Source: an optimization exercise on an open RTL-to-GDS flow (aim: small area, a short achievable clock period and few clock cycles). Production flows keep margins and buffers that such runs may drop.
At most, simulation tests tie the RTL to the original design; equivalence was not proved.
Power and IR drop assume default switching activity.

Setup of v6:
Design vpu_core, start of the top module:
module vpu_core (
    input  logic               clk,
    input  logic               rst_n,
    input  logic               en,
    output vpu_pkg::pc_t       pc,
    input  vpu_pkg::instr_t    instr,
    output vpu_pkg::mem_addr_t mem_addr,
    output logic               mem_read,
    output logic               mem_write,
    output vpu_pkg::vec_t      mem_wdata,
    input  vpu_pkg::vec_t      mem_rdata,
    output logic               data_out_vld,
    output vpu_pkg::vec_t      data_out,
    output vpu_pkg::reg_addr_t reg_wb
);
Size in the first run: roughly 790 flip-flops, roughly 250 I/O pins, about 40000 um^2 of cells after synthesis.
Settings: LEC_CHECK=0, CAP_MARGIN=20, CORE_MARGIN=2, CORE_UTILIZATION=40, CTS_BUF_LIST=sky130_fd_sc_hd__clkbuf_16, CTS_CLUSTER_DIAMETER=100, CTS_CLUSTER_SIZE=24, SETUP_SLACK_MARGIN=3.0, SLEW_MARGIN=20; clock period 5.5 ns.
standard.sh (not shown) runs the stock make flow with config.mk's settings and CLKGATE_MAP_FILE= SYNTH_SCRIPT=/design/flow/synth_recipe.tcl, a recipe that flattens the netlist after the stock synthesis.
==> flow/flow/run.sh <==
#!/bin/bash
set -euo pipefail
cd "$(dirname "$0")/.."
export BUFFER_PORTS_ARGS="-buffer_cell sky130_fd_sc_hd__buf_1"
bash standard.sh finish > standard_flow.log 2>&1
Testbench counts of v6, summed over its fixed seeds: cycles 17,656.
[inputs] v7 vs v6
-- flow/design.v --
<<< v6, line 239
    logic               stall;
    logic               id_early;
    logic               port_live;
    logic               rd_early;
    logic               rd_needs_port;
    logic               imm_eq;
>>> v7, line 239
    logic               stall;
    logic               id_early;
    logic               id_stfwd;
    logic               port_live;
    logic               rd_early;
    logic               rd_stfwd;
    logic               rd_needs_port;
    logic               imm_eq;
<<< v6, line 296
    vpu_pkg::reg_addr_t wb_vd;
    vpu_pkg::vec_t      wb_data;
    assign rd_needs_port = rd_load && !rd_early;
    assign stall         = rd_needs_port && ex_store;
    assign imm_eq   = (instr[vpu_pkg::IMM_MSB:vpu_pkg::IMM_LSB] == rd_imm);
    assign id_early = id_load && port_live && !(rd_store && imm_eq);
    assign advance = en && !stall;
    fetch_unit u_fetch (
>>> v7, line 298
    vpu_pkg::reg_addr_t wb_vd;
    vpu_pkg::vec_t      wb_data;
    assign rd_needs_port = rd_load && !rd_early && !rd_stfwd;
    assign stall         = rd_needs_port && ex_store;
    assign imm_eq   = (instr[vpu_pkg::IMM_MSB:vpu_pkg::IMM_LSB] == rd_imm);
    assign id_stfwd = id_load && rd_store && imm_eq;
    assign id_early = id_load && port_live && !id_stfwd;
    assign advance = en && !stall;
    fetch_unit u_fetch (
<<< v6, line 333
            rd_store  <= 1'b0;
            rd_early  <= 1'b0;
        end else if (advance) begin
            rd_writes <= id_writes;
>>> v7, line 336
            rd_store  <= 1'b0;
            rd_early  <= 1'b0;
            rd_stfwd  <= 1'b0;
        end else if (advance) begin
            rd_writes <= id_writes;
<<< v6, line 338
            rd_store  <= id_store;
            rd_early  <= id_early;
        end
    end
>>> v7, line 342
            rd_store  <= id_store;
            rd_early  <= id_early;
            rd_stfwd  <= id_stfwd;
        end
    end
<<< v6, line 413
                   | ~ex_carry & (rd_op_a_c0 ^ {vpu_pkg::VEC_W{rd_sub}});
    assign rd_op_b = (ex_carry & rd_op_b_c1 | ~ex_carry & rd_op_b_c0)
                   | (mem_rdata & {vpu_pkg::VEC_W{rd_early}});
    always_ff @(posedge clk) begin
        if (en) begin
>>> v7, line 418
                   | ~ex_carry & (rd_op_a_c0 ^ {vpu_pkg::VEC_W{rd_sub}});
    assign rd_op_b = (ex_carry & rd_op_b_c1 | ~ex_carry & rd_op_b_c0)
                   | (mem_rdata & {vpu_pkg::VEC_W{rd_early}})
                   | (ex_b & {vpu_pkg::VEC_W{rd_stfwd}});
    always_ff @(posedge clk) begin
        if (en) begin
<<< v6, line 431
            port_live <= 1'b0;
        end else if (en) begin
            port_live <= !rd_store && !stall && !(id_load && !id_early);
        end
    end
>>> v7, line 437
            port_live <= 1'b0;
        end else if (en) begin
            port_live <= !rd_store && !stall && !(id_load && !id_early && !id_stfwd);
        end
    end
Findings:
Changes observed in v7 relative to v6: proportion of synthesized flip-flops having asynchronous set or reset ~0 delta; proportion of power drawn by combinational gates moved up; utilization rose by 1.4 points.
Compared with v6, v7 shows a higher multi-input combinational area share.
No stage failed in v7, and the final checks on the layout all came back clean.
v6 → v7: total of flip-flops plus latches after synthesis flat, via count of the first global-routing pass grew by 1617, count of plain and timing-repair buffers rose about 20%, first-iteration DRC count rose 11%.
Only the layout flow was run in v7; the RTL was not checked for function there.

---

Another version of the RTL of vpu_core (not shown whole).
Size: ~3300 cells after synthesis, about 810 flip-flops, about 250 I/O pins.
Design vpu_core, start of the top module:
module vpu_core (
    input  logic               clk,
    input  logic               rst_n,
    input  logic               en,
    output vpu_pkg::pc_t       pc,
    input  vpu_pkg::instr_t    instr,
    output vpu_pkg::mem_addr_t mem_addr,
    output logic               mem_read,
    output logic               mem_write,
    output vpu_pkg::vec_t      mem_wdata,
    input  vpu_pkg::vec_t      mem_rdata,
    output logic               data_out_vld,
    output vpu_pkg::vec_t      data_out,
    output vpu_pkg::reg_addr_t reg_wb
);
clock: 5.5 ns
lec_check: 0
cap_margin: 20
core_margin: 2
core_utilization: 40
cts_buf_list: sky130_fd_sc_hd__clkbuf_16
cts_cluster_diameter: 100
cts_cluster_size: 24
setup_slack_margin: 3.0
slew_margin: 20
Scripts as last shown in full above: flow/flow/run.sh
Testbench counts at the start, summed over its fixed seeds: cycles 18,085.
==> next run, changes <==
--- a/flow/design.v
+++ b/flow/design.v
@@ -243,30 +243,26 @@
     logic               id_wr_b;
     logic [7:0]         rd_sel_a;
     logic [7:0]         rd_sel_b;
     logic               rd_sel_imm;
     logic               rd_wr_a;
     logic               rd_wr_b;
-    logic               rd_use_a;
-    logic               rd_use_b;
+    logic               rd_fwd_a;
+    logic               rd_fwd_b;
     logic               rd_writes;
     logic               rd_arith;
     logic               rd_sub;
     logic               rd_and;
     logic               rd_or;
     logic               rd_xor;
     logic               rd_load;
     logic               rd_store;
     vpu_pkg::reg_addr_t rd_vd;
-    vpu_pkg::reg_addr_t rd_vs1;
-    vpu_pkg::reg_addr_t rd_vs2;
     vpu_pkg::imm_t      rd_imm;
     vpu_pkg::vec_t      rd_a;
     vpu_pkg::vec_t      rd_b;
-    logic [7:0]         rd_wen;
-    logic [7:0]         ex_wen;
     logic               ex_writes;
     logic               ex_store;
     vpu_pkg::reg_addr_t ex_vd;
     vpu_pkg::mem_addr_t mem_addr_q;
     logic               fwd_a;
     logic               fwd_b;
@@ -287,12 +283,14 @@
     vpu_pkg::vec_t      rd_op_a_c0;
     vpu_pkg::vec_t      rd_op_a_c1;
     vpu_pkg::vec_t      rd_op_b_c0;
     vpu_pkg::vec_t      rd_op_b_c1;
     logic               wb_valid;
     logic [7:0]         wb_wen;
+    logic               id_fwd_a;
+    logic               id_fwd_b;
     vpu_pkg::reg_addr_t wb_vd;
     vpu_pkg::vec_t      wb_data;
     assign stall   = rd_load && ex_store;
     assign advance = en && !stall;
     fetch_unit u_fetch (
         .clk         (clk),
@@ -328,31 +326,31 @@
         end else if (advance) begin
             rd_writes <= id_writes;
             rd_load   <= id_load;
             rd_store  <= id_store;
         end
     end
+    assign id_fwd_a = id_use_a && rd_writes && (instr[vpu_pkg::VS1_MSB:vpu_pkg::VS1_LSB] == rd_vd);
+    assign id_fwd_b = id_use_b && rd_writes && (instr[vpu_pkg::VS2_MSB:vpu_pkg::VS2_LSB] == rd_vd);
     assign id_wr_a = id_use_a && ex_writes && (instr[vpu_pkg::VS1_MSB:vpu_pkg::VS1_LSB] == ex_vd);
     assign id_wr_b = id_use_b && ex_writes && (instr[vpu_pkg::VS2_MSB:vpu_pkg::VS2_LSB] == ex_vd);
     always_ff @(posedge clk) begin
         if (advance) begin
             rd_sel_a   <= id_wr_a ? 8'd0 : id_sel_a;
             rd_sel_b   <= id_wr_b ? 8'd0 : id_sel_b;
             rd_wr_a    <= id_wr_a;
             rd_wr_b    <= id_wr_b;
             rd_sel_imm <= id_sel_imm;
-            rd_use_a   <= id_use_a;
-            rd_use_b   <= id_use_b;
+            rd_fwd_a   <= id_fwd_a;
+            rd_fwd_b   <= id_fwd_b;
             rd_arith   <= id_arith;
             rd_sub     <= id_sub;
             rd_and     <= id_and;
             rd_or      <= id_or;
             rd_xor     <= id_xor;
             rd_vd      <= instr[vpu_pkg::VD_MSB:vpu_pkg::VD_LSB];
-            rd_vs1     <= instr[vpu_pkg::VS1_MSB:vpu_pkg::VS1_LSB];
-            rd_vs2     <= instr[vpu_pkg::VS2_MSB:vpu_pkg::VS2_LSB];
             rd_imm     <= instr[vpu_pkg::IMM_MSB:vpu_pkg::IMM_LSB];
         end
     end
     vector_regfile u_regfile (
         .clk     (clk),
         .wen      (wb_wen & {8{en}}),
@@ -363,30 +361,23 @@
         .sel_wr_a (rd_wr_a),
         .sel_wr_b (rd_wr_b),
         .imm     (rd_imm),
         .rdata_a (rd_a),
         .rdata_b (rd_b)
     );
-    always_comb begin
-        for (int i = 0; i < 8; i++) begin
-            rd_wen[i] = rd_writes && (rd_vd == 3'(i));
-        end
-    end
     always_ff @(posedge clk) begin
         if (!rst_n) begin
-            ex_wen    <= '0;
             ex_writes <= 1'b0;
             ex_store  <= 1'b0;
         end else if (en) begin
-            ex_wen    <= stall ? 8'd0 : rd_wen;
             ex_writes <= rd_writes && !stall;
             ex_store  <= rd_store && !stall;
         end
     end
-    assign fwd_a = rd_use_a && ex_writes && (rd_vs1 == ex_vd);
-    assign fwd_b = rd_use_b && ex_writes && (rd_vs2 == ex_vd);
+    assign fwd_a = rd_fwd_a;
+    assign fwd_b = rd_fwd_b;
     operand_forward u_fwd_a0 (
         .fwd       (fwd_a),
         .rf_data   (rd_a),
         .ex_result (ex_result_c0),
         .operand   (rd_op_a_c0)
     );
@@ -448,24 +439,27 @@
         .result_c1 (ex_result_c1)
     );
     assign ex_result = ex_carry & ex_result_c1 | ~ex_carry & ex_result_c0;
     always_ff @(posedge clk) begin
         if (!rst_n) begin
             wb_valid <= 1'b0;
-            wb_wen   <= '0;
             rf_valid <= '0;
         end else if (en) begin
             wb_valid <= ex_writes;
-            wb_wen   <= ex_wen;
             rf_valid <= rf_valid | wb_wen;
         end
     end
     always_ff @(posedge clk) begin
         if (en) begin
             wb_vd   <= ex_vd;
             wb_data <= ex_result;
         end
     end
+    always_comb begin
+        for (int i = 0; i < 8; i++) begin
+            wb_wen[i] = wb_valid && (wb_vd == 3'(i));
+        end
+    end
     assign data_out_vld = en && wb_valid;
     assign data_out     = wb_data;
     assign reg_wb       = wb_vd;
 endmodule
=>
- The changed run ran to the end with no violations
- non-clock buffer count increases by 22
- die area shrinks by 3.6%
- routed wire length came out lower by 5.1%
- core utilization went up by 0.49 points
- worst hold slack gets better by 0.0067 ns
- clock power drops by about 2%
- clock skew drops by 0.021 ns
- cell area shrinks by 3.4%
For the second run of this note, only the layout was checked, not whether the RTL still works.

separate check: timing with driven ports:
How much do the figures lean on ideal ports? The routed layouts below were timed once more, with nothing changed but the port constraints. Step 1, drivers: a clkbuf_16 drives clk and a buf_2 each remaining input, both assumed. Step 2 adds t to the input delays and takes it off the output delays; t is the mean of the earliest and latest rising clock arrival at the registers after step 1. Input paths then give back, and output paths get back, about the clock's delay inside the block. Three values: ideal ports, drivers, drivers and shift; two values: the first two.
run | t (ns) | setup WS [ns] | latest minus earliest clock arrival (ns)
v6 | 0.687 | 2.788 / 2.740 / 2.462 | 0.052 / 0.052
v7 | 0.701 | 2.749 / 2.729 / 2.311 | 0.039 / 0.039
the first run of note 2 | 0.683 | 2.726 / 2.674 / 2.262 | 0.050 / 0.050
the second run of note 2 | 0.671 | 2.548 / 2.548 / 2.343 | 0.036 / 0.036
After both steps setup and hold are still met in every run listed. The setup slack of the first run of note 2, which loses most, moves by -0.052 ns with the drivers and by -0.464 ns with both steps.
